Context: an optimization exercise on an open-source flow, tuned for small area and a short achievable clock period. The choices shown serve that exercise and are no tape-out recipe. Function was checked by simulation only, so behaviour that the tests miss may differ from the original. No activity file was given, so power comes from the tool's default toggle rates.

### flow/config.mk
export PLATFORM = sky130hd
export DESIGN_NAME = bmp_filter
export DESIGN_NICKNAME = bmp_filter
export VERILOG_FILES = /design/flow/design.v
export SDC_FILE = /design/flow/constraint.sdc
export NUM_CORES = 4
export LEC_CHECK = 0
export CAP_MARGIN = 20
export CORE_MARGIN = 2
export CORE_UTILIZATION = 40
export SLEW_MARGIN = 20
### flow/constraint.sdc
create_clock -name core_clock -period 10.0 [get_ports {dut_if}]
set_input_delay 2.0000 -clock core_clock [delete_from_list [all_inputs] [get_ports {dut_if}]]
set_output_delay 2.0000 -clock core_clock [all_outputs]
set_load 0.01 [all_outputs]
### flow/design.v
package bmp_pkg;
  localparam int HEADER_WORDS = 14;
  localparam int GROUP_WORDS  = 3;
  localparam int SIZE_LO_WORD = 0;
  localparam int SIZE_HI_WORD = 1;
  typedef logic [31:0] word_t;
  typedef logic [23:0] pixel_t;
  typedef logic [1:0]  mode_t;
  typedef logic [31:0] count_t;
  localparam mode_t MODE_THRESHOLD  = 2'd1;
  localparam mode_t MODE_BRIGHTNESS = 2'd2;
  typedef logic [95:0] pixel_group_t;
endpackage
module header_parser
(
  input  logic       dut_if,
  input  logic       reset_ind,
  input  logic       in_valid,
  input  bmp_pkg::word_t      in_data,
  input  bmp_pkg::mode_t      mode,
  input  logic [7:0] proc_val,
  output logic       words_valid,
  output bmp_pkg::word_t      words_data,
  output logic       words_header,      
  output logic       words_last,        
  output bmp_pkg::mode_t      words_frame_mode,  
  output logic [7:0] words_frame_val
);
  bmp_pkg::count_t word_cnt;    
  bmp_pkg::count_t frame_size;  
  bmp_pkg::count_t last_idx;
  logic   is_last;
  assign last_idx = (frame_size >> 2) - 32'(1);
  assign is_last = (word_cnt > bmp_pkg::SIZE_HI_WORD) && (word_cnt == last_idx);
  always_ff @(posedge dut_if) begin
    if (reset_ind) begin
      word_cnt    <= '0;
      words_valid <= 1'b0;
    end else begin
      words_valid <= in_valid;
      if (in_valid) begin
        if (is_last) begin
          word_cnt <= '0;  
        end else begin
          word_cnt <= word_cnt + 32'(1);
        end
      end
    end
  end
  always_ff @(posedge dut_if) begin
    if (in_valid) begin
      words_data   <= in_data;
      words_header <= (word_cnt < bmp_pkg::HEADER_WORDS);
      words_last   <= is_last;
      if (word_cnt == '0) begin
        words_frame_mode <= mode;
        words_frame_val  <= proc_val;
      end
      if (word_cnt == bmp_pkg::SIZE_LO_WORD) begin
        frame_size[15:0] <= {in_data[7:0], in_data[15:8]};     
      end
      if (word_cnt == bmp_pkg::SIZE_HI_WORD) begin
        frame_size[31:16] <= {in_data[23:16], in_data[31:24]};
      end
    end
  end
endmodule
module group_buffer
(
  input  logic         dut_if,
  input  logic         reset_ind,
  input  logic         words_valid,
  input  bmp_pkg::word_t        words_data,
  input  logic         words_header,
  input  logic         words_last,
  input  bmp_pkg::mode_t        words_frame_mode,
  input  logic [7:0]   words_frame_val,
  output logic         groups_valid,
  output logic         groups_header,      
  output logic         groups_last,        
  output bmp_pkg::pixel_group_t groups_group,
  output logic [1:0]   groups_count,       
  output bmp_pkg::mode_t        groups_frame_mode,
  output logic [7:0]   groups_frame_val
);
  bmp_pkg::pixel_group_t grp;        
  bmp_pkg::pixel_group_t grp_next;
  logic [1:0]   fill;       
  logic [1:0]   since;      
  logic         held;       
  logic         held_last;
  logic         take_pix;
  logic         complete;
  logic         space_ok;
  assign take_pix = words_valid && !words_header;
  assign complete = take_pix && ((fill == 2'(bmp_pkg::GROUP_WORDS - 1)) || words_last);
  assign space_ok = (since >= 2'd2);  
  always_comb begin
    grp_next = grp;
    case (fill)
      2'd0:    grp_next[95:64] = words_data;
      2'd1:    grp_next[63:32] = words_data;
      2'd2:    grp_next[31:0]  = words_data;
      default: ;
    endcase
  end
  always_ff @(posedge dut_if) begin
    if (reset_ind) begin
      groups_valid <= 1'b0;
      fill         <= 2'd0;
      since        <= 2'd3;
      held         <= 1'b0;
    end else begin
      groups_valid <= 1'b0;
      if (since != 2'd3) begin
        since <= since + 2'd1;
      end
      if (words_valid && words_header) begin
        groups_valid <= 1'b1;
      end else if (complete) begin
        if (space_ok) begin
          groups_valid <= 1'b1;
          fill         <= 2'd0;
          since        <= 2'd0;
        end else begin
          held <= 1'b1;
          fill <= fill + 2'd1;
        end
      end else if (take_pix) begin
        fill <= fill + 2'd1;
      end else if (held && space_ok) begin
        groups_valid <= 1'b1;
        held         <= 1'b0;
        fill         <= 2'd0;
        since        <= 2'd0;
      end
    end
  end
  always_ff @(posedge dut_if) begin
    if (words_valid) begin
      groups_frame_mode <= words_frame_mode;
      groups_frame_val  <= words_frame_val;
    end
    if (words_valid && words_header) begin
      groups_header <= 1'b1;
      groups_last   <= words_last;
      groups_count  <= 2'd1;
      groups_group  <= {words_data, 64'd0};
    end else if (take_pix) begin
      grp           <= grp_next;
      held_last     <= words_last;
      groups_header <= 1'b0;
      groups_last   <= words_last;
      groups_count  <= fill + 2'd1;
      groups_group  <= grp_next;
    end else if (held) begin
      groups_header <= 1'b0;
      groups_last   <= held_last;
      groups_count  <= fill;
      groups_group  <= grp;
    end
  end
endmodule
module pixel_processor
(
  input  logic         dut_if,
  input  logic         reset_ind,
  input  logic         groups_valid,
  input  logic         groups_header,
  input  logic         groups_last,
  input  bmp_pkg::pixel_group_t groups_group,
  input  logic [1:0]   groups_count,
  input  bmp_pkg::mode_t        groups_frame_mode,
  input  logic [7:0]   groups_frame_val,
  output logic         out_valid,
  output bmp_pkg::word_t        out_data,
  output logic         frame_done
);
  bmp_pkg::pixel_group_t masked;     
  bmp_pkg::pixel_group_t filtered;
  bmp_pkg::pixel_group_t res;        
  logic [1:0]   left;       
  logic         pend_last;
  logic         out_last;   
  function automatic bmp_pkg::pixel_t thresh_pixel(input bmp_pkg::pixel_t p, input logic [7:0] lim);
    logic [9:0] sum;
    sum = 10'(p[23:16]) + 10'(p[15:8]) + 10'(p[7:0]);
    if ((sum / 10'd3) > 10'(lim)) begin
      thresh_pixel = '1;
    end else begin
      thresh_pixel = '0;
    end
  endfunction
  function automatic logic [7:0] shift_byte(input logic [7:0] b, input logic [7:0] off);
    logic signed [9:0] sum;
    sum = $signed({2'b00, b}) + $signed({{2{off[7]}}, off});
    if (sum[9]) begin
      shift_byte = 8'h00;  
    end else if (sum[8]) begin
      shift_byte = 8'hff;
    end else begin
      shift_byte = sum[7:0];
    end
  endfunction
  always_comb begin
    masked = groups_group;
    for (int i = 0; i < bmp_pkg::GROUP_WORDS; i++) begin
      if (i >= groups_count) begin
        masked[95-32*i -: 32] = '0;
      end
    end
    filtered = masked;
    if (!groups_header) begin
      if (groups_frame_mode == bmp_pkg::MODE_THRESHOLD) begin
        for (int p = 0; p < 4; p++) begin
          filtered[95-24*p -: 24] = thresh_pixel(masked[95-24*p -: 24], groups_frame_val);
        end
      end else if (groups_frame_mode == bmp_pkg::MODE_BRIGHTNESS) begin
        for (int i = 0; i < bmp_pkg::GROUP_WORDS; i++) begin
          for (int j = 0; j < 4; j++) begin
            filtered[64-32*i+8*j +: 8] = shift_byte(masked[64-32*i+8*j +: 8],
                                                       groups_frame_val);
          end
        end
      end
    end
  end
  always_ff @(posedge dut_if) begin
    if (reset_ind) begin
      out_valid  <= 1'b0;
      out_last   <= 1'b0;
      left       <= 2'd0;
      frame_done <= 1'b0;
    end else begin
      frame_done <= out_valid && out_last;
      if (groups_valid) begin
        out_valid <= 1'b1;
        left      <= groups_count - 2'd1;
        out_last  <= groups_last && (groups_count == 2'd1);
      end else if (left != 2'd0) begin
        out_valid <= 1'b1;
        left      <= left - 2'd1;
        out_last  <= pend_last && (left == 2'd1);
      end else begin
        out_valid <= 1'b0;
        out_last  <= 1'b0;
      end
    end
  end
  always_ff @(posedge dut_if) begin
    if (groups_valid) begin
      out_data  <= filtered[95:64];
      res       <= {filtered[63:32], filtered[31:0], 32'd0};
      pend_last <= groups_last;
    end else if (left != 2'd0) begin
      out_data <= res[95:64];
      res      <= {res[63:32], res[31:0], 32'd0};
    end
  end
endmodule
module bmp_filter
(
  input  logic       dut_if,
  input  logic       reset_ind,
  input  logic       in_valid,
  input  bmp_pkg::word_t      in_data,
  input  bmp_pkg::mode_t      mode,
  input  logic [7:0] proc_val,
  output logic       out_valid,
  output bmp_pkg::word_t      out_data,
  output logic       frame_done
);
  logic         words_valid;
  bmp_pkg::word_t        words_data;
  logic         words_header;
  logic         words_last;
  bmp_pkg::mode_t        words_frame_mode;
  logic [7:0]   words_frame_val;
  logic         groups_valid;
  logic         groups_header;
  logic         groups_last;
  bmp_pkg::pixel_group_t groups_group;
  logic [1:0]   groups_count;
  bmp_pkg::mode_t        groups_frame_mode;
  logic [7:0]   groups_frame_val;
  header_parser header_parser_inst (
    .dut_if           (dut_if),
    .reset_ind        (reset_ind),
    .in_valid         (in_valid),
    .in_data          (in_data),
    .mode             (mode),
    .proc_val         (proc_val),
    .words_valid      (words_valid),
    .words_data       (words_data),
    .words_header     (words_header),
    .words_last       (words_last),
    .words_frame_mode (words_frame_mode),
    .words_frame_val  (words_frame_val)
  );
  group_buffer group_buffer_inst (
    .dut_if            (dut_if),
    .reset_ind         (reset_ind),
    .words_valid       (words_valid),
    .words_data        (words_data),
    .words_header      (words_header),
    .words_last        (words_last),
    .words_frame_mode  (words_frame_mode),
    .words_frame_val   (words_frame_val),
    .groups_valid      (groups_valid),
    .groups_header     (groups_header),
    .groups_last       (groups_last),
    .groups_group      (groups_group),
    .groups_count      (groups_count),
    .groups_frame_mode (groups_frame_mode),
    .groups_frame_val  (groups_frame_val)
  );
  pixel_processor pixel_processor_inst (
    .dut_if            (dut_if),
    .reset_ind         (reset_ind),
    .groups_valid      (groups_valid),
    .groups_header     (groups_header),
    .groups_last       (groups_last),
    .groups_group      (groups_group),
    .groups_count      (groups_count),
    .groups_frame_mode (groups_frame_mode),
    .groups_frame_val  (groups_frame_val),
    .out_valid         (out_valid),
    .out_data          (out_data),
    .frame_done        (frame_done)
  );
endmodule
### flow/run.sh
#!/bin/bash
# synth_recipe.tcl (not shown) runs the flow's synth.tcl, then flattens the netlist and writes it again
# the make line also repeats each setting of config.mk as NAME=value (left out here)
make -C /OpenROAD-flow-scripts/flow DESIGN_CONFIG=/design/flow/config.mk WORK_HOME=/design/flow/orfs CLKGATE_MAP_FILE= SYNTH_SCRIPT=/design/flow/synth_recipe.tcl finish
==> summary.txt <==
==> per-layer routing <==
layer	share of wire	GRT usage	vias to the layer above
met5	0	0	-
met4	0.032	0.0701	0
met2	0.45	0.363	821
li1	-	-	12200
met1	0.47	0.326	12300
met3	0.052	0.0250	149
==> logic make-up after synthesis <==
| group | count (synthesis) | synth area share |
|---|---|---|
| adders and majority gates | 241 | 0.100 |
| DFF | 422 | 0.373 |
| and+or+nand+nor | 937 | 0.145 |
| buffers and inverters | 307 | 0.0386 |
| AOI/OAI and AO/OA | 942 | 0.196 |
| muxes | 218 | 0.0765 |
| xor gates and xnor gates | 251 | 0.0714 |
==> metrics by stage <==
step	area (sq um)	setup WS (ns)
detailed placement	32800	0.473
floorplan	31000	1.14
CTS	34400	0.415
finish	34500	0.740
global route	34500	0.0239
global placement	32800	0.553
==> power breakdown <==
part	internal [uW]	switching, uW	leakage, uW
combinational	503	748	0.00808
clock	1070	738	0.000770
sequential	2190	130	0.00381
total	3770	1620	0.0127
==> sequential cells by signal (all words and copies together), names as in the netlist, 2 cells and up <==
signal and flops:
group_buffer_inst.fill 2, group_buffer_inst.groups_count 2, group_buffer_inst.groups_frame_mode 2, group_buffer_inst.groups_frame_val 8
group_buffer_inst.groups_group 96, group_buffer_inst.grp 96, group_buffer_inst.since 2, header_parser_inst.frame_size 30
header_parser_inst.word_cnt 32, header_parser_inst.words_data 32, header_parser_inst.words_frame_mode 2, header_parser_inst.words_frame_val 8
pixel_processor_inst.left 2, pixel_processor_inst.out_data 32, pixel_processor_inst.res 64
==> cell usage after synthesis (12+ instances only) <==
cell / n
edfxtp_1: 311
nand2_1: 277
nor2_1: 261
o21ai_0: 249
a21oi_1: 220
ha_1: 205
xnor2_1: 168
mux2_2: 141
clkbuf_1: 138
inv_1: 133
dfxtp_1: 111
xor2_1: 82
mux2i_1: 76
a21o_1: 68
nor2b_1: 59
a31oi_1: 56
nand3_1: 56
nor3_1: 50
and2_1: 49
o21a_1: 47
nand2b_1: 37
o22ai_1: 37
a211oi_1: 34
nand4_1: 32
o21bai_1: 24
nor4_1: 23
o211ai_1: 19
and3_1: 18
fa_1: 18
maj3_1: 18
buf_1: 16
o2111ai_1: 16
o221ai_1: 16
or2_2: 16
a22oi_1: 15
a311oi_1: 14
o31ai_1: 12
==> timing repair <==
| item | CTS | global route |
|---|---|---|
| hold buffers | 0 | 0 |
| resized for setup | 0 | 11 |
| setup endpoints to repair | 0 | 66 |
==> how the worst max path moves through the flow <==
stage,start,to,slack (ns),depth (start not counted)
4_1_cts,group_buffer_inst.groups_count[0],pixel_processor_inst.res[88],0.41,39
3_5_place_dp,group_buffer_inst.groups_count[0],pixel_processor_inst.res[88],0.47,39
6_report,group_buffer_inst.groups_count[0],pixel_processor_inst.out_data[9],0.74,38
3_3_place_gp,group_buffer_inst.groups_count[0],pixel_processor_inst.out_data[9],0.55,40
2_1_floorplan,group_buffer_inst.groups_count[1],pixel_processor_inst.out_data[28],1.14,41
5_1_grt,group_buffer_inst.groups_count[0],pixel_processor_inst.res[93],0.02,39
==> worst max-delay path, delay by kind of cell (launching register included) <==
kind	cells	cell delay, ns
adder cells (fa/ha/maj)	6	1.92
AND/OR/NAND/NOR	8	2.39
flip-flops	1	0.40
buffers and inverters	4	0.54
AO/OA/AOI/OAI	20	3.74
==> area by class of cell <==
type                    instances  share of cell area
clock inverters                34              0.0117
clock buffers                  52              0.0347
repair buffers                131              0.0341
inverters                     136              0.0150
flip-flops and latches        422               0.336
well taps                    1040              0.0378
multi-input cells            2589               0.531
==> flow_metrics.env <==
export IMPL_tns_ns=0
export IMPL_reg2reg_depth=38
export IMPL_post_route_cells_drive_above_1_share=0.0981
export IMPL_rsz0062_at_grt="no"
export IMPL_core_area_sq_um=77100
export IMPL_antenna_found_initial=1
export IMPL_path_clk_slew_ns=0.07
export IMPL_ys_types=98
export IMPL_synth_seq_area_share=0.373
export IMPL_area_sequential_sq_um=11600
export IMPL_worstReg2RegStart="group_buffer_inst.groups_count[0]"
export IMPL_post_cts_setup_buffer_count=0
export IMPL_synth_edf_count=311
export IMPL_antenna_cells=0
export IMPL_relSlewSlack=0.263
export IMPL_cpPeakStageDelay_ns=0.55
export IMPL_criticalPathCategory="flip-flop to flip-flop"
export IMPL_avgSynthCellArea_sq_um=9.34
export IMPL_ios=79
export IMPL_insertion_delay_ns=0.59
export IMPL_ys_top_cells_by_area="edfxtp_1 30%, ha_1 8.3%, dfxtp_1 7.2%, mux2_2 5.1%, xnor2_1 4.7%"
export IMPL_die_width_microns=282
export IMPL_ir_drop_mv=0.114
export IMPL_final_cell_mix="311 x edfxtp_1, 276 x nand2_1, 259 x nor2_1, 248 x o21ai_0, 219 x a21oi_1"
export IMPL_yosysTopAreaCellShare=0.301
export IMPL_final_common_cell="edfxtp_1"
export IMPL_htreeDepth=2
export IMPL_timing_fmax_mhz=108
export IMPL_endpoint_kind="flip-flop"
export IMPL_total_power_uw=5380
export IMPL_first_iter_violations=2304
export IMPL_grt_first_pass_wirelength_microns=141000
export IMPL_hold_path_class="flip-flop to flip-flop"
export IMPL_hold_depth=0
export IMPL_finalHoldViolations=0
export IMPL_grt_pass1_vias=23300
export IMPL_initial_core_util=0.402
export IMPL_p_per_area_nw_per_um2=156
export IMPL_vias=25500
export IMPL_synth_cells=3318
export IMPL_ys_seq_elements=422
export IMPL_required_ns=10.32
export IMPL_yosys_warnings=3
export IMPL_wl_per_cell_microns=21.0
export IMPL_start_kind="flip-flop"
export IMPL_post_route_util=0.447
export IMPL_crit_fanout=24
export IMPL_drc=0
export IMPL_dieHeight_microns=282
export IMPL_drv_slew=0
export IMPL_overflow=0
export IMPL_root_buffer="clkbuf_16"
export IMPL_globalplace_congestion=0.927
export IMPL_layout_nets=3594
export IMPL_whs_endpoint="group_buffer_inst.groups_frame_val[7]"
export IMPL_cap_violations=0
export IMPL_cts_tree="yes"
export IMPL_cts_buffers_inserted=46
export IMPL_dp_cells=4318
export IMPL_period_share=0.926
export IMPL_ys_async_sr_fraction=0
export IMPL_finalSetupViolCount=0
export IMPL_grt_max_degree=85
export IMPL_hpwlAfterDp_microns=66800
export IMPL_outcome="no timing/DRC/antenna violations"
export IMPL_numPortBuffers=78
export IMPL_area_delta_synth_final_pct=11.2
export IMPL_whs_ns=0.407
export IMPL_clock_skew_ns=0.0174
export IMPL_grt_total_usage=0.229
export IMPL_path_common_cell="o21a_1"
export IMPL_worstMarginPinSlew_ns=1.10
export IMPL_cts_sinks=422
export IMPL_multi_input_area_sq_um=18300
export IMPL_p_leak_uw=0.0127
export IMPL_synth_ff_type="edfxtp_1"
export IMPL_stdcell_count=4404
export IMPL_min_period_ns=9.26
export IMPL_cts_path_max_buffers=3
export IMPL_rrSetupSlack_ns=0.74
export IMPL_synth_cell_area_sq_um=31000
export IMPL_syn_num_nets=3586
export IMPL_cp_data_arrival_time_ns=9.58
export IMPL_avgViaCountPerCell=5.79
export IMPL_reg2reg_to="pixel_processor_inst.out_data[9]"
export IMPL_first_pass_iters=6
export IMPL_slowest_stage="or4_1"
export IMPL_row_count=102
export IMPL_dieArea_sq_um=79700
export IMPL_finalWirelength_microns=92300
export IMPL_synth_top_area_cell="edfxtp_1"
export IMPL_min_delay_start="header_parser_inst.words_frame_val[7]"
export IMPL_fill_cells=7447
export IMPL_ant_nets=0

afterwards: timing with drivers on the ports:
Ports are ideal in the flow. The routed layout listed here was re-timed in OpenROAD.
Step 1: set_driving_cell puts a clkbuf_16 on dut_if and a buf_2 on each other input, an assumption about the parent block.
Step 2 adds t to the input delays and takes it off the output delays; t is the mean of the earliest and latest rising clock arrival at the registers after step 1. Input paths then give back, and output paths get back, about the clock's delay inside the block.
a / b / c = ideal ports / drivers / drivers and shift; a / b = the first two.
shift t [ns]: 0.644
setup slack, ns: 0.740 / 0.740 / 0.740
latest minus earliest clock arrival (ns): 0.017 / 0.018
After both steps this run still meets setup and hold. For this run, drivers alone change the setup slack by 0.000 ns; drivers and shift together by 0.000 ns.
